Source: an optimization exercise on an open RTL-to-GDS flow (aim: a short achievable clock period and few clock cycles). Production flows keep margins and buffers that such runs may drop. Function was checked by simulation only, so behaviour that the tests miss may differ from the original. Power and IR drop assume default switching activity.

==> flow/config.mk <==
export PLATFORM = sky130hd
export DESIGN_NAME = mips_multicycle_core
export DESIGN_NICKNAME = mips_multicycle_core
export VERILOG_FILES = /design/flow/design.v
export SDC_FILE = /design/flow/constraint.sdc
export NUM_CORES = 4
export LEC_CHECK = 0
export ABC_CLOCK_PERIOD_IN_PS = 2500
export CAP_MARGIN = 20
export CORE_MARGIN = 2
export CORE_UTILIZATION = 50
export PLACE_DENSITY = 0.65
export SETUP_SLACK_MARGIN = 3.5
export SLEW_MARGIN = 20
export SYNTH_HIERARCHICAL = 1
export TNS_END_PERCENT = 100
==> flow/design.v <==
`default_nettype none
module mips_multicycle_core #(
    parameter logic [31:0] RESET_PC        = 32'h0000_0000,
    parameter bit          HALT_ON_ILLEGAL = 1'b1,
    parameter int unsigned WAIT_LIMIT      = 0
) (
    input  logic        clk,
    input  logic        rst_n,
    output logic        imem_req,
    output logic [31:0] imem_addr,
    input  logic [31:0] imem_rdata,
    input  logic        imem_ready,
    output logic        dmem_req,
    output logic        dmem_we,
    output logic [31:0] dmem_addr,
    output logic [31:0] dmem_wdata,
    input  logic [31:0] dmem_rdata,
    input  logic        dmem_ready,
    output logic [31:0] pc,
    output logic        retire,
    output logic        halted
);
    localparam logic [5:0] OP_RTYPE = 6'h00;
    localparam logic [5:0] OP_J     = 6'h02;
    localparam logic [5:0] OP_BEQ   = 6'h04;
    localparam logic [5:0] OP_BNE   = 6'h05;
    localparam logic [5:0] OP_ADDI  = 6'h08;
    localparam logic [5:0] OP_LW    = 6'h23;
    localparam logic [5:0] OP_SW    = 6'h2B;
    localparam logic [5:0] FN_ADD   = 6'h20;
    localparam logic [5:0] FN_SUB   = 6'h22;
    localparam logic [5:0] FN_AND   = 6'h24;
    localparam logic [5:0] FN_OR    = 6'h25;
    localparam logic [5:0] FN_SLT   = 6'h2A;
    localparam int         BHT_BITS = 5;
    function automatic logic [31:0] ks_add(input logic [31:0] a, input logic [31:0] b,
                                           input logic cin);
        logic [31:0] p, g, gg, pp, gn, pn;
        p = a ^ b;
        g = a & b;
        g[0] = g[0] | (p[0] & cin);
        gg = g;
        pp = p;
        for (int d = 1; d < 32; d = d * 2) begin
            gn = gg;
            pn = pp;
            for (int i = d; i < 32; i++) begin
                gn[i] = gg[i] | (pp[i] & gg[i-d]);
                pn[i] = pp[i] & pp[i-d];
            end
            gg = gn;
            pp = pn;
        end
        ks_add = p ^ {gg[30:0], cin};
    endfunction
    logic [31:0] fpc_q;
    logic        freq_q;
    logic        fstop_q;
    logic        e_valid_q;
    logic [31:0] e_pc_q;
    logic [31:0] e_alt_q;        
    logic        e_pred_q;       
    logic        e_back_q;       
    logic [31:0] e_a_q;          
    logic [31:0] e_b_q;          
    logic [31:0] e_sd_q;         
    logic [4:0]  e_dest_q;
    logic        e_wen_q;
    logic        e_halt_q;
    logic        e_br_q, e_bne_q;
    logic        e_alt_same_q;   
    logic        e_load_q, e_store_q;
    logic        e_op_add_q, e_op_sub_q, e_op_and_q, e_op_or_q, e_op_slt_q;
    logic        e_am_q, e_bm_q, e_sdm_q;
    logic        m_valid_q;
    logic [31:0] m_pc_q;
    logic [31:0] m_addr_q;       
    logic [31:0] m_sum_q;        
    logic [31:0] m_diff_q;       
    logic [31:0] m_log_q;        
    logic        m_is_sum_q, m_is_diff_q;
    logic [31:0] m_res;
    logic [31:0] m_wdata_q;
    logic [4:0]  m_dest_q;
    logic        m_wen_q;
    logic        m_load_q;
    logic        m_req_q;
    logic        m_we_q;
    logic        m_halt_q;
    logic        m_mispred_q;
    logic [31:0] m_alt_q;
    logic        retire_q;
    logic        halted_q;
    logic [31:0] pc_q;
    logic [1:0]  bht_q [0:(1<<BHT_BITS)-1];
    logic [31:0] regs_q [1:31];
    assign imem_req   = freq_q;
    assign imem_addr  = fpc_q;
    assign dmem_req   = m_req_q;
    assign dmem_we    = m_we_q;
    assign dmem_addr  = m_addr_q;
    assign dmem_wdata = m_wdata_q;
    assign pc         = pc_q;
    assign retire     = retire_q;
    assign halted     = halted_q;
    logic [31:0] m_wb;
    logic        m_busy, m_done;
    assign m_res  = m_is_sum_q ? m_sum_q : (m_is_diff_q ? m_diff_q : m_log_q);
    assign m_wb   = m_load_q ? dmem_rdata : m_res;
    assign m_busy = m_req_q && !dmem_ready;
    assign m_done = m_valid_q && !m_busy;
    logic [31:0] inst;
    logic [5:0]  f_op, f_fn;
    logic [4:0]  f_rs, f_rt, f_rd;
    logic        f_r, f_j, f_beq, f_bne, f_addi, f_lw, f_sw, f_br, f_legal;
    logic        f_fn_add, f_fn_sub, f_fn_and, f_fn_or, f_fn_slt;
    logic        f_agree, f_pred;
    logic [4:0]  f_dest;
    logic        f_wen;
    logic [31:0] f_imm, fpc4, f_bt, f_jt, f_next, f_alt;
    logic [31:0] f_rsv, f_rtv;
    assign inst   = imem_rdata;
    assign f_op   = inst[31:26];
    assign f_fn   = inst[5:0];
    assign f_rs   = inst[25:21];
    assign f_rt   = inst[20:16];
    assign f_rd   = inst[15:11];
    assign f_imm  = {{16{inst[15]}}, inst[15:0]};
    assign f_fn_add = (f_fn == FN_ADD);
    assign f_fn_sub = (f_fn == FN_SUB);
    assign f_fn_and = (f_fn == FN_AND);
    assign f_fn_or  = (f_fn == FN_OR);
    assign f_fn_slt = (f_fn == FN_SLT);
    assign f_r    = (f_op == OP_RTYPE) && (f_fn_add || f_fn_sub || f_fn_and || f_fn_or || f_fn_slt);
    assign f_j    = (f_op == OP_J);
    assign f_beq  = (f_op == OP_BEQ);
    assign f_bne  = (f_op == OP_BNE);
    assign f_addi = (f_op == OP_ADDI);
    assign f_lw   = (f_op == OP_LW);
    assign f_sw   = (f_op == OP_SW);
    assign f_br   = f_beq || f_bne;
    assign f_legal = f_r || f_j || f_br || f_addi || f_lw || f_sw;
    assign f_dest = f_r ? f_rd : f_rt;
    assign f_wen  = (f_r || f_addi || f_lw) && (f_dest != 5'd0);
    assign f_agree = bht_q[fpc_q[BHT_BITS+1:2]][1];
    assign f_pred  = f_br && (inst[15] == f_agree);
    logic [31:0] fpc4_w, f_bt_w;
    mc_inc30 u_fpc4 (.a(fpc_q[31:2]), .s(fpc4_w[29:0]));
    mc_add30c u_bt  (.a(fpc_q[31:2]), .b(f_imm[29:0]), .s(f_bt_w[29:0]));
    assign fpc4_w[31:30] = 2'b00;
    assign f_bt_w[31:30] = 2'b00;
    assign fpc4   = {fpc4_w[29:0], 2'b00};
    assign f_bt   = {f_bt_w[29:0], 2'b00};
    assign f_jt   = {fpc4[31:28], inst[25:0], 2'b00};
    assign f_next = f_j ? f_jt : (f_pred ? f_bt : fpc4);
    assign f_alt  = f_pred ? fpc4 : f_bt;
    logic f_rs_w, f_rt_w;
    assign f_rs_w = m_valid_q && m_wen_q && (m_dest_q == f_rs);
    assign f_rt_w = m_valid_q && m_wen_q && (m_dest_q == f_rt);
    assign f_rsv  = f_rs_w ? m_wb : ((f_rs == 5'd0) ? 32'd0 : regs_q[f_rs]);
    assign f_rtv  = f_rt_w ? m_wb : ((f_rt == 5'd0) ? 32'd0 : regs_q[f_rt]);
    logic [31:0] fa, fb, ca, cb, fsd, sum, diff, logr;
    logic        slt, eq, taken, mispredict, misalign;
    assign fa  = e_a_q;
    assign fb  = e_b_q;
    assign ca  = e_am_q  ? m_res : e_a_q;
    assign cb  = e_bm_q  ? m_res : e_b_q;
    assign fsd = e_sdm_q ? m_res : e_sd_q;
    mc_add32 u_sum  (.a(fa), .b(fb), .s(sum));
    mc_sub32 u_diff (.a(fa), .b(fb), .s(diff));
    assign slt  = (fa[31] != fb[31]) ? fa[31] : diff[31];
    assign logr = ({32{e_op_and_q}} & (fa & fb)) |
                  ({32{e_op_or_q}}  & (fa | fb)) |
                  {31'd0, e_op_slt_q & slt};
    mc_eq32 u_eq (.a(ca), .b(cb), .eq(eq));
    assign taken      = e_bne_q ? !eq : eq;
    assign mispredict = e_br_q && !e_alt_same_q && (taken != e_pred_q);
    assign misalign   = (e_load_q || e_store_q) && (sum[1:0] != 2'b00);
    logic lu, dep, stall, e_adv, e_go, redirect, m_stop, kill, fd_accept;
    assign lu        = e_valid_q && m_req_q && m_load_q && (e_am_q || e_bm_q || e_sdm_q);
    assign dep       = e_valid_q && !e_br_q && (e_am_q || e_bm_q);
    assign stall     = m_busy || lu || dep;
    assign e_adv     = e_valid_q && !stall;
    assign redirect  = m_valid_q && m_mispred_q;
    assign m_stop    = m_valid_q && m_halt_q;
    assign kill      = redirect || m_stop;
    assign e_go      = e_adv && !kill;
    assign fd_accept = freq_q && imem_ready && !stall && !kill;
    logic fstop_d;
    always_comb begin
        fstop_d = fstop_q;
        if (redirect)                       fstop_d = 1'b0;
        else if (m_stop)                    fstop_d = 1'b1;
        else if (fd_accept && !f_legal)     fstop_d = 1'b1;
    end
    always_ff @(posedge clk or negedge rst_n) begin
        if (!rst_n) begin
            fpc_q   <= RESET_PC;
            freq_q  <= 1'b0;
            fstop_q <= 1'b0;
        end else begin
            fstop_q <= fstop_d;
            freq_q  <= !fstop_d;
            if (redirect)       fpc_q <= m_alt_q;
            else if (fd_accept) fpc_q <= f_next;
        end
    end
    logic f_am, f_bm, f_sdm;
    logic e_is_sum, e_is_diff;
    assign e_is_sum  = e_op_add_q;
    assign e_is_diff = e_op_sub_q;
    assign f_am  = e_valid_q && e_wen_q && (e_dest_q == f_rs) && !f_j;
    assign f_bm  = e_valid_q && e_wen_q && (e_dest_q == f_rt) && !(f_addi || f_lw || f_sw);
    assign f_sdm = e_valid_q && e_wen_q && (e_dest_q == f_rt) && f_sw;
    always_ff @(posedge clk or negedge rst_n) begin
        if (!rst_n) begin
            e_valid_q    <= 1'b0;
            e_pc_q       <= 32'd0;
            e_alt_q      <= 32'd0;
            e_pred_q     <= 1'b0;
            e_back_q     <= 1'b0;
            e_a_q        <= 32'd0;
            e_b_q        <= 32'd0;
            e_sd_q       <= 32'd0;
            e_dest_q     <= 5'd0;
            e_wen_q      <= 1'b0;
            e_halt_q     <= 1'b0;
            e_br_q       <= 1'b0;
            e_bne_q      <= 1'b0;
            e_alt_same_q <= 1'b0;
            e_load_q     <= 1'b0;
            e_store_q    <= 1'b0;
            e_op_add_q   <= 1'b0;
            e_op_sub_q   <= 1'b0;
            e_op_and_q   <= 1'b0;
            e_op_or_q    <= 1'b0;
            e_op_slt_q   <= 1'b0;
            e_am_q       <= 1'b0;
            e_bm_q       <= 1'b0;
            e_sdm_q      <= 1'b0;
        end else if (!stall) begin
            e_valid_q    <= fd_accept;
            e_pc_q       <= fpc_q;
            e_alt_q      <= f_alt;
            e_pred_q     <= f_pred;
            e_back_q     <= inst[15];
            e_a_q        <= f_rsv;
            e_b_q        <= (f_addi || f_lw || f_sw) ? f_imm : f_rtv;
            e_sd_q       <= f_rtv;
            e_dest_q     <= f_dest;
            e_wen_q      <= f_wen;
            e_halt_q     <= !f_legal;
            e_br_q       <= f_br;
            e_bne_q      <= f_bne;
            e_alt_same_q <= (inst[15:0] == 16'd0);
            e_load_q     <= f_lw;
            e_store_q    <= f_sw;
            e_op_add_q   <= !f_r || f_fn_add;
            e_op_sub_q   <= f_r && f_fn_sub;
            e_op_and_q   <= f_r && f_fn_and;
            e_op_or_q    <= f_r && f_fn_or;
            e_op_slt_q   <= f_r && f_fn_slt;
            e_am_q       <= f_am;
            e_bm_q       <= f_bm;
            e_sdm_q      <= f_sdm;
        end else if (kill) begin
            e_valid_q    <= 1'b0;
        end else if (!m_busy) begin
            if (e_am_q) begin
                e_am_q <= 1'b0;
                e_a_q  <= m_wb;
            end
            if (e_bm_q) begin
                e_bm_q <= 1'b0;
                e_b_q  <= m_wb;
            end
            if (e_sdm_q) begin
                e_sdm_q <= 1'b0;
                e_sd_q  <= m_wb;
            end
        end
    end
    logic                upd_q, upd_agree_q;
    logic [BHT_BITS-1:0] upd_idx_q;
    always_ff @(posedge clk or negedge rst_n) begin
        if (!rst_n) begin
            upd_q       <= 1'b0;
            upd_agree_q <= 1'b0;
            upd_idx_q   <= '0;
        end else begin
            upd_q       <= e_go && e_br_q && !e_alt_same_q;
            upd_agree_q <= (taken == e_back_q);
            upd_idx_q   <= e_pc_q[BHT_BITS+1:2];
        end
    end
    always_ff @(posedge clk or negedge rst_n) begin
        if (!rst_n) begin
            for (int i = 0; i < (1 << BHT_BITS); i++) bht_q[i] <= 2'b10;
        end else if (upd_q) begin
            if (upd_agree_q) begin
                if (bht_q[upd_idx_q] != 2'b11) bht_q[upd_idx_q] <= bht_q[upd_idx_q] + 2'b01;
            end else begin
                if (bht_q[upd_idx_q] != 2'b00) bht_q[upd_idx_q] <= bht_q[upd_idx_q] - 2'b01;
            end
        end
    end
    always_ff @(posedge clk or negedge rst_n) begin
        if (!rst_n) begin
            m_valid_q <= 1'b0;
            m_pc_q    <= 32'd0;
            m_addr_q  <= 32'd0;
            m_is_sum_q  <= 1'b0;
            m_is_diff_q <= 1'b0;
            m_wdata_q <= 32'd0;
            m_dest_q  <= 5'd0;
            m_wen_q   <= 1'b0;
            m_load_q  <= 1'b0;
            m_req_q   <= 1'b0;
            m_we_q    <= 1'b0;
            m_halt_q  <= 1'b0;
            m_mispred_q <= 1'b0;
            m_alt_q   <= 32'd0;
        end else if (!m_busy) begin
            m_valid_q <= e_go;
            m_pc_q    <= e_pc_q;
            m_addr_q  <= sum;
            m_is_sum_q  <= e_is_sum;
            m_is_diff_q <= e_is_diff;
            m_wdata_q <= fsd;
            m_dest_q  <= e_dest_q;
            m_wen_q   <= e_wen_q && !e_halt_q && !misalign;
            m_load_q  <= e_load_q;
            m_req_q   <= e_go && !e_halt_q && !misalign && (e_load_q || e_store_q);
            m_we_q    <= e_store_q;
            m_halt_q  <= e_halt_q || misalign;
            m_mispred_q <= !e_halt_q && mispredict;
            m_alt_q   <= e_alt_q;
        end
    end
    always_ff @(posedge clk or negedge rst_n) begin
        if (!rst_n) begin
            m_sum_q  <= 32'd0;
            m_diff_q <= 32'd0;
            m_log_q  <= 32'd0;
        end else begin
            m_sum_q  <= sum;
            m_diff_q <= diff;
            m_log_q  <= logr;
        end
    end
    always_ff @(posedge clk or negedge rst_n) begin
        if (!rst_n) begin
            retire_q <= 1'b0;
            halted_q <= 1'b0;
            pc_q     <= 32'd0;
        end else begin
            retire_q <= m_done && !m_halt_q;
            if (m_done) begin
                pc_q <= m_pc_q;
                if (m_halt_q) halted_q <= 1'b1;
            end
        end
    end
    always_ff @(posedge clk or negedge rst_n) begin
        if (!rst_n) begin
            for (int i = 1; i < 32; i++) regs_q[i] <= 32'd0;
        end else if (m_done && m_wen_q) begin
            regs_q[m_dest_q] <= m_wb;
        end
    end
endmodule
module mc_eq32 (
    input  logic [31:0] a,
    input  logic [31:0] b,
    output logic        eq
);
    assign eq = (a == b);
endmodule
module mc_add32 (
    input  logic [31:0] a,
    input  logic [31:0] b,
    output logic [31:0] s
);
    assign s = a + b;
endmodule
module mc_sub32 (
    input  logic [31:0] a,
    input  logic [31:0] b,
    output logic [31:0] s
);
    assign s = a - b;
endmodule
module mc_inc30 (
    input  logic [29:0] a,
    output logic [29:0] s
);
    assign s = a + 30'd1;
endmodule
module mc_add30c (
    input  logic [29:0] a,
    input  logic [29:0] b,
    output logic [29:0] s
);
    logic [29:0] p, g, gg, pp, gn, pn;
    always_comb begin
        p = a ^ b;
        g = a & b;
        g[0] = g[0] | p[0];
        gg = g;
        pp = p;
        for (int d = 1; d < 30; d = d * 2) begin
            gn = gg;
            pn = pp;
            for (int i = d; i < 30; i++) begin
                gn[i] = gg[i] | (pp[i] & gg[i-d]);
                pn[i] = pp[i] & pp[i-d];
            end
            gg = gn;
            pp = pn;
        end
        s = p ^ {gg[28:0], 1'b1};
    end
endmodule
`default_nettype wire
==> flow/run.sh <==
#!/bin/bash
# synth_recipe.tcl (not shown) runs the flow's synth.tcl, then flattens the netlist and writes it again
# the make line also repeats each setting of config.mk as NAME=value (left out here)
make -C /OpenROAD-flow-scripts/flow DESIGN_CONFIG=/design/flow/config.mk WORK_HOME=/design/flow/orfs CLKGATE_MAP_FILE= SYNTH_SCRIPT=/design/flow/synth_recipe.tcl finish
==> flow/constraint.sdc <==
create_clock -name core_clock -period 6.5 [get_ports {clk}]
set_input_delay 1.3000 -clock core_clock [delete_from_list [all_inputs] [get_ports {clk}]]
set_output_delay 1.3000 -clock core_clock [all_outputs]
set_load 0.01 [all_outputs]
==> results.py, run 1 <==
metrics = {
    "run_status": {
        "outcome": "no timing/DRC/antenna violations",
    },
    "hold_path": {
        "hold_depth": 0,
        "hp-start": "e_pc_q[2]",
        "hold_path_class": "reg2reg",
        "worst_hold_path.endpoint": "upd_idx_q[0]",
    },
    "place": {
        "gpl.final_weighted_congestion": 1.03,
        "post-dp-hpwl_mm": 242,
        "dp_cells": 10700,
        "post_dp_cell_area_sq_um": 85400,
        "buffer_ports.inserted": 196,
    },
    "setup_path": {
        "cp-start-kind": "input port",
        "cpLargestDelayFamily": "simple AND/OR/NAND/NOR gates",
        "endpoint_kind": "flop",
        "cp_common_cell": "sky130_fd_sc_hd__buf_4",
        "critPathArrivalTime_ns": 3.95,
        "path_class": "in2reg",
        "ordered_cell_list_for_the_critical_path": "buf_6 > nand3b_1 > buf_4 > nor2_4 > buf_4 > a22oi_2 > nand3_2 > nor4_4 > buf_4 > nor3_1 > a221o_1",
        "cp.buffers_inverters": 4,
        "reg2regPathDepth": 12,
        "slowest_stage": "sky130_fd_sc_hd__nor4_4",
        "setup.reg_to_reg.worst_slack_ns": 3.31,
        "critical_path.max_stage_delay_ns": 0.41,
        "critPathMaxFanout": 13,
        "critical_path_required_ns": 7.23,
        "worst_r2r_startpoint": "m_is_diff_q",
        "r2r-end": "m_mispred_q",
    },
    "floorplan": {
        "coreArea_sq_um": 159000,
        "die_height_um": 404,
        "fp.dieArea_sq_um": 163000,
        "placementRows": 146,
        "ioPinCount": 201,
        "die_width_um": 404,
        "floorplan.initialDensity": 0.504,
    },
    "timing": {
        "skew_ns": 0.0488,
        "layout_min_cycle_time_ns": 3.22,
        "fin_tns_setup_ns": 0,
        "hold_slack_ns": 0.404,
        "max_freq_mhz": 310,
        "timing.max_slew.rel_slack": 0.191,
        "setup_viol": 0,
        "final-hold-violation-count": 0,
        "timing.final.crit_share": 0.496,
        "final-max-slew-violation-count": 0,
        "worstMarginPinSlew_ns": 1.19,
        "grt_setup_unrepaired": "true",
    },
    "logic_synthesis": {
        "synth_simple_gate_area_frac": 0.167,
        "mappedNetlistArea_sq_um": 80000,
        "yosys.area_share.adder": 0.0154,
        "async_reset_ff_frac": 1.00,
        "synth-edff-count": 0,
        "yosys_register_bits": 1540,
        "cells_after_synthesis": 8896,
        "syn_avg_cell_area_sq_um": 9.00,
        "synthFlopType": "sky130_fd_sc_hd__dfrtp_1",
        "synth_seq_area_share": 0.482,
        "ys_types": 117,
        "ys_warn_count": 10,
        "synthMuxAreaShare": 0.0371,
        "main_combinational_cell_family_by_area_after_synthesis": "compound AO/OA/AOI/OAI gates",
        "synth.area.top_cells": "sky130_fd_sc_hd__dfrtp_1, sky130_fd_sc_hd__nand2_1, sky130_fd_sc_hd__a21oi_1, sky130_fd_sc_hd__a22oi_1, sky130_fd_sc_hd__o21ai_0",
        "synthXorXnorAreaFrac": 0.0181,
        "fraction_of_post_synthesis_cell_area_in_the_top_cell_type_by_area": 0.471,
        "post-synth-top-area-cell": "sky130_fd_sc_hd__dfrtp_1",
        "synth_compound_gate_area_share": 0.237,
    },
    "clocking": {
        "numCtsBuffers": 170,
        "tritoncts": "done",
        "clk_transition_reported_paths_ns": 0.07,
        "ctsRootBufferMaster": "sky130_fd_sc_hd__clkbuf_16",
        "hold_buffers": 0,
        "worst_skew_late_latency_ns": 0.86,
        "htree_levels": 4,
        "clock_path_buffers": 3,
        "clock_sink_count": 1540,
    },
    "detailed_routing": {
        "antenna_violating_nets_post_route": 0,
        "detail_route.wl_per_cell_um": 37.0,
        "wl_mm": 429,
        "route.vias.total": 85000,
        "firstDrtPassIters": 17,
        "drt_iter0_drc": 18600,
        "route.detailed.vias_per_inst": 7.33,
        "remaining_drc_errors": 0,
    },
    "cells_and_area": {
        "postLayoutCellArea_sq_um": 102000,
        "layout.cells.non_filler": 11600,
        "area_growth_syn_to_layout_pct": 26.9,
        "mostFrequentLayoutCell": "sky130_fd_sc_hd__dfrtp_1",
        "fillers": 13000,
        "nets": 9505,
        "final_layout_size_suffix_gt1_frac": 0.213,
        "register_area_sq_um": 38700,
        "layout.cells.most_common_list": "sky130_fd_sc_hd__dfrtp_1, sky130_fd_sc_hd__nand2_1, sky130_fd_sc_hd__a21oi_1, sky130_fd_sc_hd__nor2_1, sky130_fd_sc_hd__o21ai_0",
        "multiInputGateArea_sq_um": 43000,
    },
    "global_route": {
        "global_route.overflow_total": 0,
        "grt_pass1_wl_mm": 574,
        "grt_max_degree": 171,
        "antenna_found_initial": 39,
        "grt_pass1_vias": 76300,
        "global_route.usage.total": 0.493,
    },
    "power": {
        "total_leakage_power_uw": 0.0454,
        "cellPowerDensity_nw_per_um2": 279,
        "vdd.ir_drop.worst_mv": 0.390,
    },
    "run": {
        "cap_viol_max_count": 0,
    },
}
## sequential cells by signal (all words and copies together) (netlist names), 5 cells and up
signal,cells
regs_q,992
bht_q,64
e_a_q,32
e_b_q,32
e_sd_q,32
m_addr_q,32
m_diff_q,32
m_log_q,32
m_sum_q,32
m_wdata_q,32
e_alt_q,30
e_pc_q,30
fpc_q,30
m_alt_q,30
m_pc_q,30
pc_q,30
e_dest_q,5
m_dest_q,5
upd_idx_q,5
## synthesized netlist by cell type (32+ instances only)
master and n:
sky130_fd_sc_hd__nand2_1 1310, sky130_fd_sc_hd__nor3_1 92, sky130_fd_sc_hd__and2_1 36, sky130_fd_sc_hd__a21o_1 41, sky130_fd_sc_hd__dfstp_2 32, sky130_fd_sc_hd__a2111oi_0 36
sky130_fd_sc_hd__xnor2_1 80, sky130_fd_sc_hd__a22oi_1 505, sky130_fd_sc_hd__dfrtp_1 1508, sky130_fd_sc_hd__a21oi_1 880, sky130_fd_sc_hd__clkbuf_1 663, sky130_fd_sc_hd__mux2_2 103
sky130_fd_sc_hd__o22ai_1 68, sky130_fd_sc_hd__a221oi_1 132, sky130_fd_sc_hd__ha_1 94, sky130_fd_sc_hd__a222oi_1 57, sky130_fd_sc_hd__and3_1 131, sky130_fd_sc_hd__a31oi_1 37
sky130_fd_sc_hd__o21ai_0 737, sky130_fd_sc_hd__inv_1 93, sky130_fd_sc_hd__a22o_1 130, sky130_fd_sc_hd__o21ai_1 43, sky130_fd_sc_hd__buf_2 54, sky130_fd_sc_hd__mux2i_1 174
sky130_fd_sc_hd__nor2_1 732, sky130_fd_sc_hd__nand3_1 311, sky130_fd_sc_hd__buf_1 49, sky130_fd_sc_hd__nand4_1 191, sky130_fd_sc_hd__xor2_1 85
## worst max path at each step
stage                         from     endpoint  slack, ns  cells past startpoint
detailed placement  imem_rdata[17]     e_b_q[3]       1.05                     10
floorplan           imem_rdata[17]    e_b_q[10]       3.04                     12
CTS                    m_is_diff_q  m_mispred_q       3.35                     11
global placement    imem_rdata[17]     e_b_q[3]       1.10                     10
finish              imem_rdata[23]    e_a_q[31]       3.28                     11
global route           m_is_diff_q  m_mispred_q       3.23                     12
## cells by family after synthesis
| family | Yosys count |
|---|---|
| simple gates | 2990 |
| compound gates | 2940 |
| flops | 1540 |
| buf+inv | 883 |
| mux | 280 |
| xor+xnor | 165 |
| fa+ha+maj | 97 |
| other cells | 1 |
## modules after synthesis (local to each module, per instance)
module                area [sq um]  copies in the design
mc_eq32                        347                     1
mc_sub32                      1820                     1
mc_add32                      1780                     1
mips_multicycle_core         74000                     1
mc_add30c                     1520                     1
mc_inc30                       566                     1
## per-layer routing
metal,track usage,part of all wire
met5,0.0321,0.0041
met4,0.365,0.10
met3,0.231,0.16
met2,0.664,0.39
met1,0.611,0.34
## layout make-up
type                            count  area share
Timing Repair Buffer             1011       0.110
Antenna cell                       40    0.000986
Sequential cell                  1540       0.381
Clock inverter                     73     0.00781
Inverter                           94     0.00364
Clock buffer                      234      0.0479
Tap cell                         2072      0.0255
Multi-Input combinational cell   6523       0.423
## power by group
part	switching, uW	internal (uW)	total [uW]
Clock	4310	5720	10000
Sequential	534	10300	10800
Combinational	4570	2970	7540
## through the flow
stage                     worst slack, ns   util  power, uW
after CTS                            3.35  0.611      27100
final                                3.28  0.640      28400
after global placement               1.10  0.538      16200
after floorplan                      3.04      -      14200
after global routing                 3.23  0.639      29000
after detailed placement             1.05  0.538      16400
## timing repair
| item | in CTS | in global routing |
|---|---|---|
| pin swaps | 176 | 284 |
| setup endpoints to repair | 1316 | 636 |
| endpoints found under the hold margin | 0 | 0 |
| cloned | 52 | 39 |
| buffers inserted | 306 | 180 |
| gates resized for setup | 844 | 443 |
## worst register-to-register path: cells and delay by family, from the launching register on
kind	cells	cell delay [ns]
AND/OR/NAND/NOR	3	0.92
XOR/XNOR	3	0.52
multiplexers	2	0.49
buffers and inverters	2	0.27
AO/OA/AOI/OAI	2	0.33
flip-flops	1	0.57
Testbench counts, summed over its fixed seeds: cycles 28,448.
==> run 2, diff against run 1 <==
--- a/flow/design.v
+++ b/flow/design.v
@@ -60,3 +60,3 @@
     logic [31:0] e_pc_q;
-    logic [31:0] e_alt_q;        
+    logic [15:0] e_off_q;        
     logic        e_pred_q;       
@@ -74,2 +74,7 @@
     logic        e_am_q, e_bm_q, e_sdm_q;
+    logic        e_cam_sum_q, e_cam_diff_q, e_cam_log_q, e_car_q;
+    logic        e_cbm_sum_q, e_cbm_diff_q, e_cbm_log_q, e_cbr_q;
+    logic        e_brk_q;        
+    logic        e_k_q;          
+    logic        e_kb_q;         
     logic        m_valid_q;
@@ -85,2 +90,3 @@
     logic        m_wen_q;
+    logic [31:1] m_wsel_q;       
     logic        m_load_q;
@@ -119,3 +125,3 @@
     logic        f_wen;
-    logic [31:0] f_imm, fpc4, f_bt, f_jt, f_next, f_alt;
+    logic [31:0] f_imm, fpc4, f_bt, f_jt, f_next;
     logic [31:0] f_rsv, f_rtv;
@@ -155,3 +161,2 @@
     assign f_next = f_j ? f_jt : (f_pred ? f_bt : fpc4);
-    assign f_alt  = f_pred ? fpc4 : f_bt;
     logic f_rs_w, f_rt_w;
@@ -159,4 +164,11 @@
     assign f_rt_w = m_valid_q && m_wen_q && (m_dest_q == f_rt);
-    assign f_rsv  = f_rs_w ? m_wb : ((f_rs == 5'd0) ? 32'd0 : regs_q[f_rs]);
-    assign f_rtv  = f_rt_w ? m_wb : ((f_rt == 5'd0) ? 32'd0 : regs_q[f_rt]);
+    logic [991:0] regs_flat;
+    logic [31:0]  f_rs_rf, f_rt_rf;
+    always_comb begin
+        for (int i = 1; i < 32; i++) regs_flat[32*(i-1) +: 32] = regs_q[i];
+    end
+    mc_rdmux u_rd_rs (.regs(regs_flat), .sel(f_rs), .q(f_rs_rf));
+    mc_rdmux u_rd_rt (.regs(regs_flat), .sel(f_rt), .q(f_rt_rf));
+    assign f_rsv  = f_rs_w ? m_wb : f_rs_rf;
+    assign f_rtv  = f_rt_w ? m_wb : f_rt_rf;
     logic [31:0] fa, fb, ca, cb, fsd, sum, diff, logr;
@@ -165,4 +177,10 @@
     assign fb  = e_b_q;
-    assign ca  = e_am_q  ? m_res : e_a_q;
-    assign cb  = e_bm_q  ? m_res : e_b_q;
+    assign ca  = ({32{e_cam_sum_q}}  & m_sum_q)  |
+                 ({32{e_cam_diff_q}} & m_diff_q) |
+                 ({32{e_cam_log_q}}  & m_log_q)  |
+                 ({32{e_car_q}}      & e_a_q);
+    assign cb  = ({32{e_cbm_sum_q}}  & m_sum_q)  |
+                 ({32{e_cbm_diff_q}} & m_diff_q) |
+                 ({32{e_cbm_log_q}}  & m_log_q)  |
+                 ({32{e_cbr_q}}      & e_b_q);
     assign fsd = e_sdm_q ? m_res : e_sd_q;
@@ -175,5 +193,10 @@
     mc_eq32 u_eq (.a(ca), .b(cb), .eq(eq));
-    assign taken      = e_bne_q ? !eq : eq;
-    assign mispredict = e_br_q && !e_alt_same_q && (taken != e_pred_q);
+    assign taken      = eq ^ e_bne_q;
+    assign mispredict = e_brk_q && (eq ^ e_k_q);
     assign misalign   = (e_load_q || e_store_q) && (sum[1:0] != 2'b00);
+    logic [29:0] e_pc4_w, e_bt_w;
+    logic [31:0] e_alt;
+    mc_inc30 u_e_pc4 (.a(e_pc_q[31:2]), .s(e_pc4_w));
+    mc_add30c u_e_bt (.a(e_pc_q[31:2]), .b({{14{e_off_q[15]}}, e_off_q}), .s(e_bt_w));
+    assign e_alt = e_pred_q ? {e_pc4_w, 2'b00} : {e_bt_w, 2'b00};
     logic lu, dep, stall, e_adv, e_go, redirect, m_stop, kill, fd_accept;
@@ -218,3 +241,3 @@
             e_pc_q       <= 32'd0;
-            e_alt_q      <= 32'd0;
+            e_off_q      <= 16'd0;
             e_pred_q     <= 1'b0;
@@ -239,2 +262,13 @@
             e_bm_q       <= 1'b0;
+            e_cam_sum_q  <= 1'b0;
+            e_cam_diff_q <= 1'b0;
+            e_cam_log_q  <= 1'b0;
+            e_car_q      <= 1'b0;
+            e_cbm_sum_q  <= 1'b0;
+            e_cbm_diff_q <= 1'b0;
+            e_cbm_log_q  <= 1'b0;
+            e_cbr_q      <= 1'b0;
+            e_brk_q      <= 1'b0;
+            e_k_q        <= 1'b0;
+            e_kb_q       <= 1'b0;
             e_sdm_q      <= 1'b0;
@@ -243,3 +277,3 @@
             e_pc_q       <= fpc_q;
-            e_alt_q      <= f_alt;
+            e_off_q      <= inst[15:0];
             e_pred_q     <= f_pred;
@@ -264,2 +298,13 @@
             e_bm_q       <= f_bm;
+            e_cam_sum_q  <= f_am && e_is_sum;
+            e_cam_diff_q <= f_am && e_is_diff;
+            e_cam_log_q  <= f_am && !e_is_sum && !e_is_diff;
+            e_car_q      <= !f_am;
+            e_cbm_sum_q  <= f_bm && e_is_sum;
+            e_cbm_diff_q <= f_bm && e_is_diff;
+            e_cbm_log_q  <= f_bm && !e_is_sum && !e_is_diff;
+            e_cbr_q      <= !f_bm;
+            e_brk_q      <= f_br && (inst[15:0] != 16'd0);
+            e_k_q        <= f_bne ^ f_pred;
+            e_kb_q       <= f_bne ^ inst[15];
             e_sdm_q      <= f_sdm;
@@ -270,2 +315,6 @@
                 e_am_q <= 1'b0;
+                e_cam_sum_q  <= 1'b0;
+                e_cam_diff_q <= 1'b0;
+                e_cam_log_q  <= 1'b0;
+                e_car_q      <= 1'b1;
                 e_a_q  <= m_wb;
@@ -274,2 +323,6 @@
                 e_bm_q <= 1'b0;
+                e_cbm_sum_q  <= 1'b0;
+                e_cbm_diff_q <= 1'b0;
+                e_cbm_log_q  <= 1'b0;
+                e_cbr_q      <= 1'b1;
                 e_b_q  <= m_wb;
@@ -282,13 +335,19 @@
     end
-    logic                upd_q, upd_agree_q;
-    logic [BHT_BITS-1:0] upd_idx_q;
+    logic [(1<<BHT_BITS)-1:0] upd_sel_q;
+    logic [1:0]               upd_val_q;
+    logic [1:0]               bht_e, bht_inc, bht_dec;
+    logic                     agree;
+    assign bht_e   = bht_q[e_pc_q[BHT_BITS+1:2]];
+    assign bht_inc = (bht_e == 2'b11) ? 2'b11 : bht_e + 2'b01;
+    assign bht_dec = (bht_e == 2'b00) ? 2'b00 : bht_e - 2'b01;
+    assign agree   = !(eq ^ e_kb_q);
     always_ff @(posedge clk or negedge rst_n) begin
         if (!rst_n) begin
-            upd_q       <= 1'b0;
-            upd_agree_q <= 1'b0;
-            upd_idx_q   <= '0;
+            upd_sel_q <= '0;
+            upd_val_q <= 2'b10;
         end else begin
-            upd_q       <= e_go && e_br_q && !e_alt_same_q;
-            upd_agree_q <= (taken == e_back_q);
-            upd_idx_q   <= e_pc_q[BHT_BITS+1:2];
+            for (int i = 0; i < (1 << BHT_BITS); i++)
+                upd_sel_q[i] <= e_go && e_br_q && !e_alt_same_q &&
+                                (e_pc_q[BHT_BITS+1:2] == BHT_BITS'(i));
+            upd_val_q <= agree ? bht_inc : bht_dec;
         end
@@ -298,8 +357,5 @@
             for (int i = 0; i < (1 << BHT_BITS); i++) bht_q[i] <= 2'b10;
-        end else if (upd_q) begin
-            if (upd_agree_q) begin
-                if (bht_q[upd_idx_q] != 2'b11) bht_q[upd_idx_q] <= bht_q[upd_idx_q] + 2'b01;
-            end else begin
-                if (bht_q[upd_idx_q] != 2'b00) bht_q[upd_idx_q] <= bht_q[upd_idx_q] - 2'b01;
-            end
+        end else begin
+            for (int i = 0; i < (1 << BHT_BITS); i++)
+                if (upd_sel_q[i]) bht_q[i] <= upd_val_q;
         end
@@ -316,2 +372,3 @@
             m_wen_q   <= 1'b0;
+            m_wsel_q  <= '0;
             m_load_q  <= 1'b0;
@@ -331,2 +388,4 @@
             m_wen_q   <= e_wen_q && !e_halt_q && !misalign;
+            for (int i = 1; i < 32; i++)
+                m_wsel_q[i] <= e_go && e_wen_q && !e_halt_q && !misalign && (e_dest_q == 5'(i));
             m_load_q  <= e_load_q;
@@ -335,4 +394,4 @@
             m_halt_q  <= e_halt_q || misalign;
-            m_mispred_q <= !e_halt_q && mispredict;
-            m_alt_q   <= e_alt_q;
+            m_mispred_q <= mispredict;
+            m_alt_q   <= e_alt;
         end
@@ -366,6 +425,18 @@
             for (int i = 1; i < 32; i++) regs_q[i] <= 32'd0;
-        end else if (m_done && m_wen_q) begin
-            regs_q[m_dest_q] <= m_wb;
+        end else begin
+            for (int i = 1; i < 32; i++)
+                if (m_wsel_q[i]) regs_q[i] <= m_wb;
         end
     end
+endmodule
+module mc_rdmux (
+    input  logic [991:0] regs,
+    input  logic [4:0]   sel,
+    output logic [31:0]  q
+);
+    always_comb begin
+        q = 32'd0;
+        for (int i = 1; i < 32; i++)
+            q = q | ({32{sel == 5'(i)}} & regs[32*(i-1) +: 32]);
+    end
 endmodule
==> run 2 against run 1 <==
Critical path depth is 1 higher; worst hold slack got worse by 0.048 ns; flip-flop and latch count rose by 53; fmax rose by 1.8%; worst setup slack improved by 0.058 ns; largest power group unchanged; clock-buffer cell count is 4 higher; power grew 15%.
==> results.py, run 2 <==
metrics = {
    "floorplan": {
        "floorplan.initialDensity": 0.505,
        "placementRows": 151,
        "die_width_um": 418,
        "die_height_um": 418,
        "ioPinCount": 201,
        "fp.dieArea_sq_um": 175000,
        "coreArea_sq_um": 170000,
    },
    "place": {
        "post-dp-hpwl_mm": 221,
        "gpl.final_weighted_congestion": 0.981,
        "dp_cells": 11100,
        "post_dp_cell_area_sq_um": 90000,
        "buffer_ports.inserted": 196,
    },
    "timing": {
        "final-hold-violation-count": 0,
        "worstMarginPinSlew_ns": 1.25,
        "setup_viol": 0,
        "final-max-slew-violation-count": 0,
        "timing.max_slew.rel_slack": 0.166,
        "layout_min_cycle_time_ns": 3.16,
        "max_freq_mhz": 316,
        "grt_setup_unrepaired": "true",
        "skew_ns": 0.0489,
        "timing.final.crit_share": 0.487,
        "fin_tns_setup_ns": 0,
    },
    "setup_path": {
        "cp.buffers_inverters": 5,
        "setup.reg_to_reg.worst_slack_ns": 3.43,
        "slowest_stage": "sky130_fd_sc_hd__or3_1",
        "critPathMaxFanout": 16,
        "endpoint_kind": "flop",
        "path_class": "in2reg",
        "endpoint": "e_a_q[11]",
        "cp_common_cell": "sky130_fd_sc_hd__buf_4",
        "ordered_cell_list_for_the_critical_path": "buf_16 > buf_12 > clkbuf_2 > buf_4 > nor3b_2 > buf_4 > and3_1 > a2111oi_4 > nand4_1 > or3_1 > a22oi_1 > o21ai_1",
        "worst_r2r_startpoint": "e_a_q[14]",
        "cpLargestDelayFamily": "simple AND/OR/NAND/NOR gates",
        "critical_path_required_ns": 7.20,
        "crit_path_start": "imem_rdata[24]",
        "r2r-end": "m_log_q[0]",
        "reg2regPathDepth": 11,
        "cp-start-kind": "input port",
        "worstSetupPathDepth": 12,
        "critPathArrivalTime_ns": 3.87,
        "critical_path.max_stage_delay_ns": 0.49,
    },
    "cells_and_area": {
        "layout.cells.most_common_list": "sky130_fd_sc_hd__dfrtp_1, sky130_fd_sc_hd__nor2_1, sky130_fd_sc_hd__a21oi_1, sky130_fd_sc_hd__nand2_1, sky130_fd_sc_hd__a22oi_1",
        "largest-register": "regs_q",
        "area_growth_syn_to_layout_pct": 19.4,
        "postLayoutCellArea_sq_um": 102000,
        "final_layout_size_suffix_gt1_frac": 0.173,
        "mostFrequentLayoutCell": "sky130_fd_sc_hd__dfrtp_1",
        "fillers": 14300,
        "register_area_sq_um": 40100,
        "layout.cells.non_filler": 11800,
        "top_flop_regs": "regs_q x992, bht_q x64",
        "multiInputGateArea_sq_um": 44900,
        "nets": 9617,
        "largest_register_ffs": 992,
    },
    "power": {
        "total_leakage_power_uw": 0.0431,
        "cellPowerDensity_nw_per_um2": 318,
        "design_power_total_uw": 32600,
        "vdd.ir_drop.worst_mv": 0.233,
    },
    "detailed_routing": {
        "wl_mm": 366,
        "antenna_violating_nets_post_route": 0,
        "drt_iter0_drc": 13100,
        "remaining_drc_errors": 0,
        "route.vias.total": 81200,
        "firstDrtPassIters": 8,
        "detail_route.wl_per_cell_um": 31.0,
        "route.detailed.vias_per_inst": 6.88,
    },
    "logic_synthesis": {
        "synth.area.top_cells": "sky130_fd_sc_hd__dfrtp_1, sky130_fd_sc_hd__a21oi_1, sky130_fd_sc_hd__nor2_1, sky130_fd_sc_hd__mux2i_1, sky130_fd_sc_hd__a22oi_1",
        "mappedNetlistArea_sq_um": 85700,
        "ys_warn_count": 11,
        "yosys_register_bits": 1593,
        "post-synth-top-area-cell": "sky130_fd_sc_hd__dfrtp_1",
        "synthMostInstantiatedCell": "sky130_fd_sc_hd__dfrtp_1",
        "netlist_top_cells_count": "sky130_fd_sc_hd__dfrtp_1, sky130_fd_sc_hd__nor2_1, sky130_fd_sc_hd__a21oi_1",
        "syn_avg_cell_area_sq_um": 9.21,
        "fraction_of_post_synthesis_cell_area_in_the_top_cell_type_by_area": 0.455,
        "synthFlopType": "sky130_fd_sc_hd__dfrtp_1",
        "ys_types": 124,
        "cells_after_synthesis": 9308,
        "synth_seq_area_share": 0.465,
        "async_reset_ff_frac": 1.00,
        "synth-edff-count": 0,
    },
    "clocking": {
        "clock_path_buffers": 3,
        "hold_buffers": 0,
        "tritoncts": "done",
        "worst_skew_late_latency_ns": 0.86,
        "clk_transition_reported_paths_ns": 0.06,
        "htree_levels": 4,
        "numCtsBuffers": 174,
        "ctsRootBufferMaster": "sky130_fd_sc_hd__clkbuf_16",
        "clock_sink_count": 1593,
    },
    "run_status": {
        "outcome": "no timing/DRC/antenna violations",
    },
    "hold_path": {
        "hold_path_class": "in2async",
    },
    "global_route": {
        "grt_pass1_vias": 75700,
        "global_route.usage.total": 0.401,
        "grt_max_degree": 158,
        "antenna_found_initial": 19,
        "grt_pass1_wl_mm": 519,
        "global_route.overflow_total": 0,
    },
    "run": {
        "cap_viol_max_count": 0,
    },
}
-- run 2: cell count changes in the layout (fill, tap and decap cells not counted), moves of 120 or more --
cell and delta:
sky130_fd_sc_hd__nand2_1 -443, sky130_fd_sc_hd__nand3_1 -120, sky130_fd_sc_hd__nor2_1 +577, sky130_fd_sc_hd__buf_4 -137
sky130_fd_sc_hd__o21ai_0 -428, sky130_fd_sc_hd__mux2i_1 +303, sky130_fd_sc_hd__a21oi_1 +349
-- run 2: cell families after synthesis --
kind of cell | Yosys count | synth area share
AO/OA/AOI/OAI | 2936 | 0.224
AND/OR/NAND/NOR | 2930 | 0.153
flip-flops | 1593 | 0.465
buffers and inverters | 900 | 0.0439
multiplexers | 595 | 0.0719
XOR/XNOR | 223 | 0.0230
adder cells (fa/ha/maj) | 130 | 0.0193
other | 1 | 0.0000437
-- run 2: worst min-delay path by stage --
stage                       start      endpoint  depth (start not counted)  slack, ns
floorplan           upd_sel_q[18]  bht_q[18][1]                          1       0.42
global placement    upd_sel_q[18]  bht_q[18][1]                          1       0.44
detailed placement  upd_sel_q[18]  bht_q[18][1]                          1       0.45
CTS                         rst_n      pc_q[24]                          1       0.44
global route                rst_n      pc_q[23]                          1       0.42
finish                      rst_n      pc_q[23]                          1       0.36
-- run 2: worst reg2reg max path: stages (launching register included) --
cell and delay (ns):
sky130_fd_sc_hd__dfrtp_1 0.56, sky130_fd_sc_hd__ha_2 0.40, sky130_fd_sc_hd__and4_4 0.20, sky130_fd_sc_hd__a221oi_4 0.37
sky130_fd_sc_hd__a31oi_4 0.15, sky130_fd_sc_hd__a311o_1 0.35, sky130_fd_sc_hd__a31o_1 0.20, sky130_fd_sc_hd__a21oi_2 0.15
sky130_fd_sc_hd__xnor2_1 0.11, sky130_fd_sc_hd__mux2_2 0.27, sky130_fd_sc_hd__nand2_2 0.08, sky130_fd_sc_hd__nand3_1 0.08
-- run 2: repair_timing --
item | in CTS | in global routing
cloned | 31 | 19
pin swaps | 93 | 133
hold endpoints to repair | 0 | 0
buffers inserted | 163 | 114
gates resized for setup | 583 | 244
endpoints found under the setup margin | 338 | 162
-- run 2: final cells by class --
class | count | share of cell area
Clock inverter | 87 | 0.0133
Tap cell | 2218 | 0.0271
Inverter | 93 | 0.00365
Antenna cell | 15 | 0.000367
Sequential cell | 1593 | 0.392
Timing Repair Buffer | 726 | 0.0773
Clock buffer | 238 | 0.0483
Multi-Input combinational cell | 6833 | 0.438
-- run 2: where the power goes --
part	total (uW)	internal, uW	switching, uW
logic	9790	3530	6250
registers	11800	10800	991
clock network	11000	6490	4510
-- run 2: metal layers --
layer,wire length [um],up-vias,global-route usage
met4,27300,19,0.249
met1,135000,39700,0.514
met3,49900,1573,0.146
met2,153000,5838,0.572
li1,-,34000,-
met5,437,-,0.00917
-- run 2: per-stage QoR --
stage	hold slack, ns	worst slack, ns	util
global route	0.425	3.39	0.603
CTS	0.436	3.41	0.587
detailed placement	0.451	1.31	0.530
floorplan	0.421	3.15	-
finish	0.355	3.34	0.603
global placement	0.443	1.24	0.529
-- run 2: per-module statistics from Yosys (local to each module, per instance) --
module                flops+latches  cells inside  times used  cell area [sq um]
mc_sub32                          0           264           1               1850
mips_multicycle_core           1593          6140           1              62800
mc_rdmux                          0          1018           2               7410
mc_eq32                           0            43           1                347
mc_add32                          0           245           1               1780
mc_inc30                          0            81           2                566
mc_add30c                         0           209           2               1520
Testbench counts of run 2, summed over its fixed seeds: cycles 28,448.
==> run 3, diff against run 2 <==
--- a/flow/design.v
+++ b/flow/design.v
@@ -35,2 +35,3 @@
     localparam int         BHT_BITS = 5;
+    localparam int         NLP      = 4;     
     function automatic logic [31:0] ks_add(input logic [31:0] a, input logic [31:0] b,
@@ -101,2 +102,7 @@
     logic [1:0]  bht_q [0:(1<<BHT_BITS)-1];
+    logic [NLP-1:0] lp_v_q, lp_tv_q;
+    logic [9:0]     lp_tag_q  [0:NLP-1];
+    logic [5:0]     lp_cnt_q  [0:NLP-1];
+    logic [5:0]     lp_trip_q [0:NLP-1];
+    logic [1:0]     lp_ptr_q;
     logic [31:0] regs_q [1:31];
@@ -151,3 +157,14 @@
     assign f_agree = bht_q[fpc_q[BHT_BITS+1:2]][1];
-    assign f_pred  = f_br && (inst[15] == f_agree);
+    logic lp_use, lp_exit;
+    always_comb begin
+        lp_use  = 1'b0;
+        lp_exit = 1'b0;
+        for (int i = 0; i < NLP; i++) begin
+            if (lp_v_q[i] && lp_tv_q[i] && (lp_tag_q[i] == fpc_q[11:2])) begin
+                lp_use  = 1'b1;
+                lp_exit = lp_exit | (lp_cnt_q[i] == lp_trip_q[i]);
+            end
+        end
+    end
+    assign f_pred  = f_br && (inst[15] ? (lp_use ? !lp_exit : f_agree) : !f_agree);
     logic [31:0] fpc4_w, f_bt_w;
@@ -353,2 +370,56 @@
         end
+    end
+    logic       lpu_v_q, lpu_taken_q;
+    logic [9:0] lpu_tag_q;
+    always_ff @(posedge clk or negedge rst_n) begin
+        if (!rst_n) begin
+            lpu_v_q     <= 1'b0;
+            lpu_taken_q <= 1'b0;
+            lpu_tag_q   <= 10'd0;
+        end else begin
+            lpu_v_q     <= e_go && e_br_q && e_back_q;
+            lpu_taken_q <= eq ^ e_bne_q;
+            lpu_tag_q   <= e_pc_q[11:2];
+        end
+    end
+    logic [NLP-1:0] lpu_hit;
+    always_comb begin
+        for (int i = 0; i < NLP; i++) lpu_hit[i] = lp_v_q[i] && (lp_tag_q[i] == lpu_tag_q);
+    end
+    always_ff @(posedge clk or negedge rst_n) begin
+        if (!rst_n) begin
+            lp_v_q   <= '0;
+            lp_tv_q  <= '0;
+            lp_ptr_q <= 2'd0;
+            for (int i = 0; i < NLP; i++) begin
+                lp_tag_q[i]  <= 10'd0;
+                lp_cnt_q[i]  <= 6'd0;
+                lp_trip_q[i] <= 6'd0;
+            end
+        end else if (lpu_v_q) begin
+            if (|lpu_hit) begin
+                for (int i = 0; i < NLP; i++) begin
+                    if (lpu_hit[i]) begin
+                        if (lpu_taken_q) begin
+                            if (lp_cnt_q[i] == 6'd63) lp_tv_q[i] <= 1'b0;
+                            else                      lp_cnt_q[i] <= lp_cnt_q[i] + 6'd1;
+                        end else begin
+                            lp_trip_q[i] <= lp_cnt_q[i];
+                            lp_tv_q[i]   <= (lp_cnt_q[i] != 6'd63);
+                            lp_cnt_q[i]  <= 6'd0;
+                        end
+                    end
+                end
+            end else if (lpu_taken_q) begin
+                for (int i = 0; i < NLP; i++) begin
+                    if (lp_ptr_q == 2'(i)) begin
+                        lp_v_q[i]   <= 1'b1;
+                        lp_tv_q[i]  <= 1'b0;
+                        lp_tag_q[i] <= lpu_tag_q;
+                        lp_cnt_q[i] <= 6'd1;
+                    end
+                end
+                lp_ptr_q <= lp_ptr_q + 2'd1;
+            end
+        end
     end
--- a/flow/config.mk
+++ b/flow/config.mk
@@ -10,4 +10,4 @@
 export CORE_MARGIN = 2
-export CORE_UTILIZATION = 50
-export PLACE_DENSITY = 0.65
+export CORE_UTILIZATION = 35
+export PLACE_DENSITY = 0.55
 export SETUP_SLACK_MARGIN = 3.5
==> run 3 against run 2 <==
Fmax grew 2.1%; worst setup slack better by 0.066 ns; sequential power rose by 8%; combinational power grew 9%; global-route usage fell by 11 points; wire length is 11% higher.
==> results.py, run 3 <==
metrics = {
    "run_status": {
        "outcome": "no timing/DRC/antenna violations",
    },
    "floorplan": {
        "placementRows": 187,
        "die_width_um": 513,
        "floorplan.initialDensity": 0.351,
        "fp.dieArea_sq_um": 264000,
        "die_height_um": 513,
        "ioPinCount": 201,
        "coreArea_sq_um": 259000,
    },
    "cells_and_area": {
        "area_growth_syn_to_layout_pct": 20.7,
        "largest_register_ffs": 992,
        "final_core_utilization": 0.424,
        "mostFrequentLayoutCell": "sky130_fd_sc_hd__dfrtp_1",
        "layout.cells.most_common_list": "sky130_fd_sc_hd__dfrtp_1, sky130_fd_sc_hd__nor2_1, sky130_fd_sc_hd__a21oi_1, sky130_fd_sc_hd__nand2_1, sky130_fd_sc_hd__a22oi_1",
        "nets": 10100,
        "final_layout_size_suffix_gt1_frac": 0.174,
        "top_flop_regs": "regs_q x992, bht_q x64, lp_tag_q x40",
        "largest-register": "regs_q",
        "layout.cells.non_filler": 13500,
    },
    "timing": {
        "final-max-slew-violation-count": 0,
        "layout_min_cycle_time_ns": 3.10,
        "skew_ns": 0.0800,
        "final-hold-violation-count": 0,
        "timing.final.crit_share": 0.477,
        "setup_viol": 0,
        "worstMarginPinSlew_ns": 1.21,
        "grt_setup_unrepaired": "true",
        "timing.max_slew.rel_slack": 0.193,
        "max_freq_mhz": 323,
        "fin_tns_setup_ns": 0,
    },
    "global_route": {
        "grt_pass1_wl_mm": 571,
        "grt_max_degree": 173,
        "global_route.overflow_total": 0,
        "grt_pass1_vias": 79600,
        "global_route.usage.total": 0.294,
        "antenna_found_initial": 20,
    },
    "detailed_routing": {
        "firstDrtPassIters": 9,
        "drt_iter0_drc": 12700,
        "met2_wire_length_mm": 170,
        "remaining_drc_errors": 0,
        "routed-wl-met3_mm": 51.5,
        "route.detailed.vias_per_inst": 6.22,
        "wirelength_met1_mm": 160,
        "wl_mm": 406,
        "antenna_violating_nets_post_route": 0,
        "detail_route.wl_per_cell_um": 30.1,
        "topRoutingLayerUsed": "met5",
        "route.vias.total": 84000,
    },
    "clocking": {
        "numCtsBuffers": 188,
        "clk_transition_reported_paths_ns": 0.06,
        "hold_buffers": 0,
        "clock_sink_count": 1704,
        "clock_path_buffers": 3,
        "htree_levels": 4,
        "tritoncts": "done",
        "ctsRootBufferMaster": "sky130_fd_sc_hd__clkbuf_16",
        "worst_skew_late_latency_ns": 0.90,
    },
    "logic_synthesis": {
        "yosys_register_bits": 1704,
        "post-synth-top-area-cell": "sky130_fd_sc_hd__dfrtp_1",
        "ys_warn_count": 14,
        "synth-edff-count": 0,
        "syn_avg_cell_area_sq_um": 9.29,
        "synth.area.top_cells": "sky130_fd_sc_hd__dfrtp_1, sky130_fd_sc_hd__a21oi_1, sky130_fd_sc_hd__nor2_1, sky130_fd_sc_hd__mux2i_1, sky130_fd_sc_hd__a22oi_1",
        "cells_after_synthesis": 9774,
        "synthMostInstantiatedCell": "sky130_fd_sc_hd__dfrtp_1",
        "async_reset_ff_frac": 1.00,
        "ys_types": 117,
        "synthFlopType": "sky130_fd_sc_hd__dfrtp_1",
        "fraction_of_post_synthesis_cell_area_in_the_top_cell_type_by_area": 0.460,
        "netlist_top_cells_count": "sky130_fd_sc_hd__dfrtp_1, sky130_fd_sc_hd__nor2_1, sky130_fd_sc_hd__a21oi_1",
        "synth_seq_area_share": 0.470,
        "mappedNetlistArea_sq_um": 90800,
    },
    "place": {
        "gpl.final_weighted_congestion": 0.954,
        "dp_cells": 12800,
        "post-dp-hpwl_mm": 249,
        "buffer_ports.inserted": 196,
    },
    "setup_path": {
        "critPathMaxFanout": 3,
        "endpoint_kind": "output port",
        "critical_path_required_ns": 5.20,
        "setup.reg_to_reg.worst_slack_ns": 3.41,
        "cp-start-kind": "flop",
        "path_class": "reg2out",
        "r2r-end": "m_log_q[0]",
        "worst_r2r_startpoint": "e_a_q[4]",
        "critPathArrivalTime_ns": 1.80,
        "reg2regPathDepth": 12,
    },
    "power": {
        "power_frac_clock": 0.326,
        "pwr-share-comb": 0.307,
        "pwr-share-seq": 0.366,
        "cell_internal_pwr_uw": 21900,
        "netSwitchingFraction": 0.369,
        "vdd.ir_drop.worst_mv": 0.307,
        "total_leakage_power_uw": 0.0462,
        "netSwitchingPower_uw": 12800,
        "cellPowerDensity_nw_per_um2": 317,
    },
    "hold_path": {
        "hold_path_class": "in2async",
    },
    "run": {
        "cap_viol_max_count": 0,
    },
}
[run 3: cells by family (layout without fill, tap and decap cells)]
family                   after synthesis  count (layout)  synth area share
XOR/XNOR                             331             331            0.0319
adder cells (fa/ha/maj)              138             138            0.0193
buffers and inverters                922            1216            0.0424
AND/OR/NAND/NOR                     3042            3057             0.151
AO/OA/AOI/OAI                       2980            2986             0.210
multiplexers                         656             656            0.0755
flip-flops                          1704            1704             0.470
other                                  1              11         0.0000413
[run 3: final cells by class]
type / instances / area, sq um
Clock inverter: 70 / 1000
Sequential cell: 1704 / 42900
Antenna cell: 7 / 17.5
Tap cell: 3402 / 4260
Inverter: 110 / 433
Fill cell: 24800 / 149000
Timing Repair Buffer: 761 / 8170
Multi-Input combinational cell: 7172 / 47400
Clock buffer: 275 / 5480
[run 3: worst max-delay path by stage]
stage / startpoint / end / slack (ns) / depth (start not counted)
floorplan: imem_rdata[0] / fpc_q[30] / 3.17 / 13
global placement: imem_rdata[20] / e_b_q[13] / 0.89 / 9
detailed placement: imem_rdata[19] / e_b_q[7] / 1.23 / 10
CTS: e_a_q[8] / m_addr_q[31] / 3.40 / 12
global route: e_b_q[2] / m_log_q[0] / 3.37 / 13
finish: fpc_q[2] / imem_addr[2] / 3.40 / 3
[run 3: per-stage QoR]
| stage | worst slack [ns] | instance area, sq um | hold slack, ns | total power [uW] |
|---|---|---|---|---|
| final | 3.40 | 110000 | 0.289 | 34700 |
| after global routing | 3.37 | 110000 | 0.329 | 35900 |
| after CTS | 3.40 | 107000 | 0.372 | 33900 |
| after detailed placement | 1.23 | 97000 | 0.443 | 21900 |
| after global placement | 0.889 | 96800 | 0.439 | 21700 |
| after floorplan | 3.17 | 92100 | 0.421 | 17700 |
[run 3: power groups by stage]
| stage | registers, uW | logic, uW | clock network (uW) |
|---|---|---|---|
| floorplan | 12400 | 5350 | 0 |
| global placement | 12900 | 8790 | 0 |
| detailed placement | 12900 | 8970 | 0 |
| CTS | 12600 | 9810 | 11500 |
| global route | 12800 | 11200 | 11900 |
| finish | 12700 | 10700 | 11300 |
[run 3: timing repair]
item | 4_1_cts | 5_1_grt
setup buffers | 167 | 127
gates resized for setup | 593 | 249
endpoints found under the setup margin | 683 | 218
gates cloned | 33 | 15
pin swaps | 79 | 91
[run 3: metal layers]
metal,global-route usage,vias up
met2,0.432,5410
met3,0.0949,1299
li1,-,35700
met5,0,-
met4,0.147,10
met1,0.386,41500
[run 3: worst max-delay path, cell delays in order (launching register included)]
cell	delay (ns)
sky130_fd_sc_hd__dfrtp_4	0.51
sky130_fd_sc_hd__buf_12	0.14
sky130_fd_sc_hd__buf_4	0.13
sky130_fd_sc_hd__buf_2	0.13
[run 3: per-module statistics from Yosys, one instance, submodules excluded]
module / times used / flops+latches
mc_add30c: 2 / 0
mc_add32: 1 / 0
mc_eq32: 1 / 0
mc_inc30: 2 / 0
mc_rdmux: 2 / 0
mc_sub32: 1 / 0
mips_multicycle_core: 1 / 1704
Testbench counts of run 3, summed over its fixed seeds: cycles 28,226.
==> run 4, diff against run 3 <==
--- a/flow/design.v
+++ b/flow/design.v
@@ -34,3 +34,3 @@
     localparam logic [5:0] FN_SLT   = 6'h2A;
-    localparam int         BHT_BITS = 5;
+    localparam int         BHT_BITS = 6;
     localparam int         NLP      = 4;     
==> run 4 against run 3 <==
Die area increased by 5.4%; clock-buffer cell count increased by 3; fmax decreased by 2.5%; power decreased by 7.0%; clock power increased by 7%; utilization increased by 0.097 points; worst hold slack improved by 0.15 ns; non-clock buffer count increased by 43; synthesized area increased by 5.5%.
==> results.py, run 4 <==
metrics = {
    "power": {
        "design_power_total_uw": 32300,
        "netSwitchingFraction": 0.337,
        "pwr-share-comb": 0.234,
        "netSwitchingPower_uw": 10900,
        "vdd.ir_drop.worst_mv": 0.222,
        "total_leakage_power_uw": 0.0488,
        "cell_internal_pwr_uw": 21400,
        "power_frac_clock": 0.376,
        "cellPowerDensity_nw_per_um2": 279,
        "pwr-share-seq": 0.390,
    },
    "logic_synthesis": {
        "synthFlopType": "sky130_fd_sc_hd__dfrtp_1",
        "synth.area.top_cells": "sky130_fd_sc_hd__dfrtp_1, sky130_fd_sc_hd__a21oi_1, sky130_fd_sc_hd__nor2_1, sky130_fd_sc_hd__mux2i_1, sky130_fd_sc_hd__a22oi_1",
        "cells_after_synthesis": 10200,
        "ys_warn_count": 14,
        "post-synth-top-area-cell": "sky130_fd_sc_hd__dfrtp_1",
        "async_reset_ff_frac": 1.00,
        "ys_types": 123,
        "fraction_of_post_synthesis_cell_area_in_the_top_cell_type_by_area": 0.453,
        "synth_seq_area_share": 0.471,
        "yosys_register_bits": 1800,
        "netlist_top_cells_count": "sky130_fd_sc_hd__dfrtp_1, sky130_fd_sc_hd__nor2_1, sky130_fd_sc_hd__a21oi_1",
        "mappedNetlistArea_sq_um": 95800,
        "synth-edff-count": 0,
        "syn_avg_cell_area_sq_um": 9.37,
        "synthMostInstantiatedCell": "sky130_fd_sc_hd__dfrtp_1",
    },
    "setup_path": {
        "cp-start-kind": "flop",
        "critPathArrivalTime_ns": 3.95,
        "endpoint_kind": "flop",
        "path_class": "reg2reg",
        "critPathMaxFanout": 3,
        "ordered_cell_list_for_the_critical_path": "inv_1 > ha_4 > a21oi_2 > o21ai_2 > a221oi_4 > a31oi_4 > a311o_1 > a31o_1 > a21oi_4 > xnor2_2 > mux2_4 > nand2_2 > nand3_2",
        "cpLargestDelayFamily": "compound AO/OA/AOI/OAI gates",
        "cp.buffers_inverters": 1,
        "slowest_stage": "sky130_fd_sc_hd__dfrtp_2",
        "critical_path.max_stage_delay_ns": 0.54,
        "critical_path_required_ns": 7.27,
    },
    "floorplan": {
        "placementRows": 192,
        "die_width_um": 527,
        "ioPinCount": 201,
        "floorplan.initialDensity": 0.351,
        "fp.dieArea_sq_um": 278000,
        "coreArea_sq_um": 273000,
        "die_height_um": 527,
    },
    "place": {
        "post_dp_cell_area_sq_um": 102000,
        "dp_worst_setup_slack_ns": 1.31,
        "gpl.final_weighted_congestion": 0.968,
        "post-dp-hpwl_mm": 262,
        "buffer_ports.inserted": 196,
    },
    "global_route": {
        "grt_pass1_wl_mm": 601,
        "grt_max_degree": 157,
        "global_route.usage.total": 0.291,
        "global_route.overflow_total": 0,
        "antenna_found_initial": 17,
        "grt_pass1_vias": 84600,
    },
    "timing": {
        "fin_tns_setup_ns": 0,
        "layout_min_cycle_time_ns": 3.18,
        "final-max-slew-violation-count": 0,
        "timing.max_slew.rel_slack": 0.137,
        "worstMarginPinSlew_ns": 1.30,
        "skew_ns": 0.0791,
        "final-hold-violation-count": 0,
        "grt_setup_unrepaired": "true",
        "layout_setup_ws_ns": 3.32,
        "timing.final.crit_share": 0.489,
        "max_freq_mhz": 315,
        "setup_viol": 0,
    },
    "cells_and_area": {
        "largest-register": "regs_q",
        "mostFrequentLayoutCell": "sky130_fd_sc_hd__dfrtp_1",
        "top_flop_regs": "regs_q x992, bht_q x128, upd_sel_q x64",
        "nets": 10600,
        "final_layout_size_suffix_gt1_frac": 0.190,
        "postLayoutCellArea_sq_um": 116000,
        "largest_register_ffs": 992,
        "layout.cells.most_common_list": "sky130_fd_sc_hd__dfrtp_1, sky130_fd_sc_hd__nor2_1, sky130_fd_sc_hd__a21oi_1, sky130_fd_sc_hd__nand2_1, sky130_fd_sc_hd__a22oi_1",
        "area_growth_syn_to_layout_pct": 21.0,
        "fillers": 26200,
        "final_core_utilization": 0.425,
    },
    "detailed_routing": {
        "drt_iter0_drc": 12500,
        "wl_mm": 426,
        "remaining_drc_errors": 0,
        "detail_route.wl_per_cell_um": 30.1,
        "firstDrtPassIters": 9,
        "route.vias.total": 88100,
        "route.detailed.vias_per_inst": 6.23,
        "antenna_violating_nets_post_route": 0,
    },
    "clocking": {
        "tritoncts": "done",
        "numCtsBuffers": 203,
        "ctsRootBufferMaster": "sky130_fd_sc_hd__clkbuf_16",
        "clk_transition_reported_paths_ns": 0.07,
        "worst_skew_late_latency_ns": 0.91,
        "clock_sink_count": 1800,
        "htree_levels": 4,
        "clock_path_buffers": 4,
        "hold_buffers": 0,
    },
    "run": {
        "cap_viol_max_count": 0,
    },
    "hold_path": {
        "hold_path_class": "in2async",
    },
    "run_status": {
        "outcome": "no timing/DRC/antenna violations",
    },
}
## run 4: cell type report
| class | instances | area (sq um) | share of cell area |
|---|---|---|---|
| clock inverter | 82 | 1010 | 0.00871 |
| inverter | 132 | 512 | 0.00442 |
| clock buffer | 278 | 5850 | 0.0505 |
| timing repair buffer | 804 | 8810 | 0.0760 |
| multi-input combinational | 7462 | 49900 | 0.430 |
| tap | 3589 | 4490 | 0.0388 |
| sequential | 1800 | 45300 | 0.391 |
| antenna | 6 | 15.0 | 0.000130 |
## run 4: through the flow
| stage | std cells | hold WS (ns) |
|---|---|---|
| finish | 14200 | 0.442 |
| global route | 14100 | 0.476 |
| CTS | 14000 | 0.444 |
| detailed placement | 13400 | 0.453 |
| global placement | 13400 | 0.446 |
| floorplan | 10200 | 0.432 |
## run 4: cell families after synthesis
group / share of synthesized area
AO/OA/AOI/OAI: 0.211
XOR/XNOR: 0.0300
multiplexers: 0.0790
adder cells (fa/ha/maj): 0.0183
flip-flops: 0.471
other: 0.0000391
buffers and inverters: 0.0439
AND/OR/NAND/NOR: 0.147
## run 4: layer usage
metal | share of wire | up-vias | GRT usage | wire (um)
li1 | - | 37400 | - | -
met1 | 0.39 | 43800 | 0.382 | 167000
met2 | 0.43 | 5510 | 0.437 | 182000
met3 | 0.11 | 1417 | 0.0735 | 47500
met4 | 0.069 | 6 | 0.162 | 29400
met5 | 0.00022 | - | 0 | 92
## run 4: final timing paths
path,startpoint,end,slack (ns),cells past startpoint
worst min register to register,m_pc_q[21],m_pc_q[21],0.46,2
worst min-delay path,rst_n,e_op_sub_q,0.44,1
worst max-delay path,e_b_q[7],m_log_q[0],3.32,13
worst max register to register,e_b_q[7],m_log_q[0],3.32,13
min in group core_clock,m_pc_q[21],m_pc_q[21],0.46,2
max in group asynchronous,rst_n,regs_q[13][3],4.48,2
## run 4: worst reg2reg max path, stage by stage (launching register included)
cell and delay (ns):
sky130_fd_sc_hd__dfrtp_2 0.54, sky130_fd_sc_hd__inv_1 0.13, sky130_fd_sc_hd__ha_4 0.18, sky130_fd_sc_hd__a21oi_2 0.14
sky130_fd_sc_hd__o21ai_2 0.09, sky130_fd_sc_hd__a221oi_4 0.38, sky130_fd_sc_hd__a31oi_4 0.16, sky130_fd_sc_hd__a311o_1 0.40
sky130_fd_sc_hd__a31o_1 0.28, sky130_fd_sc_hd__a21oi_4 0.24, sky130_fd_sc_hd__xnor2_2 0.10, sky130_fd_sc_hd__mux2_4 0.29
sky130_fd_sc_hd__nand2_2 0.06, sky130_fd_sc_hd__nand3_2 0.07
## run 4: timing repair
action	4_1_cts	5_1_grt
cloned	35	22
setup endpoints to repair	568	203
pin swaps	103	147
resized for setup	699	271
setup buffers	211	113
## run 4: power by group through the flow
stage	registers, uW	clock network [uW]	logic, uW
6_report	12600	12100	7550
2_1_floorplan	12500	0	3680
4_1_cts	12600	12300	6990
5_1_grt	12600	12700	7880
3_3_place_gp	12800	0	6480
3_5_place_dp	12800	0	6550
## run 4: per-module statistics from Yosys (local to each module, per instance)
module / cell area (sq um) / flip-flops and latches / cells
mc_sub32: 1850 / 0 / 264
mc_inc30: 566 / 0 / 81
mc_eq32: 347 / 0 / 43
mc_add30c: 1680 / 0 / 238
mips_multicycle_core: 72500 / 1800 / 7002
mc_add32: 1780 / 0 / 245
mc_rdmux: 7410 / 0 / 1018
Testbench counts of run 4, summed over its fixed seeds: cycles 28,186.

afterwards: timing with drivers on the ports:
No port has a modelled driver above. Below, the same layouts with a new extraction and two added sets of constraints.
Step 1 assumes that a clkbuf_16 drives the clock port and a buf_2 every other input.
Step 2 also shifts input and output timing later by t, the mid clock arrival at the registers, as if the neighbouring blocks saw the same clock.
a / b / c = ideal ports / drivers / drivers and shift; a / b = the first two.
run | t (ns) | setup slack, ns | hold WS [ns] | slew at the worst register clock pin (ns) | worst data-port slew with drivers (ns)
run 1 | 0.924 | 3.278 / 3.235 / 2.311 | 0.404 / 0.404 / 0.404 | 0.07 / 0.07 | 0.26
run 2 | 0.933 | 3.336 / 3.092 / 2.159 | 0.355 / 0.349 / 0.456 | 0.07 / 0.07 | 0.45
run 3 | 0.970 | 3.402 / 3.031 / 2.062 | 0.289 / 0.268 / 0.427 | 0.07 / 0.07 | 0.55
run 4 | 0.972 | 3.322 / 3.072 / 2.100 | 0.442 / 0.434 / 0.460 | 0.07 / 0.07 | 0.54
After both steps setup and hold are still met in every run listed. The setup slack of run 3, which loses most, moves by -0.371 ns with the drivers and by -1.340 ns with both steps.
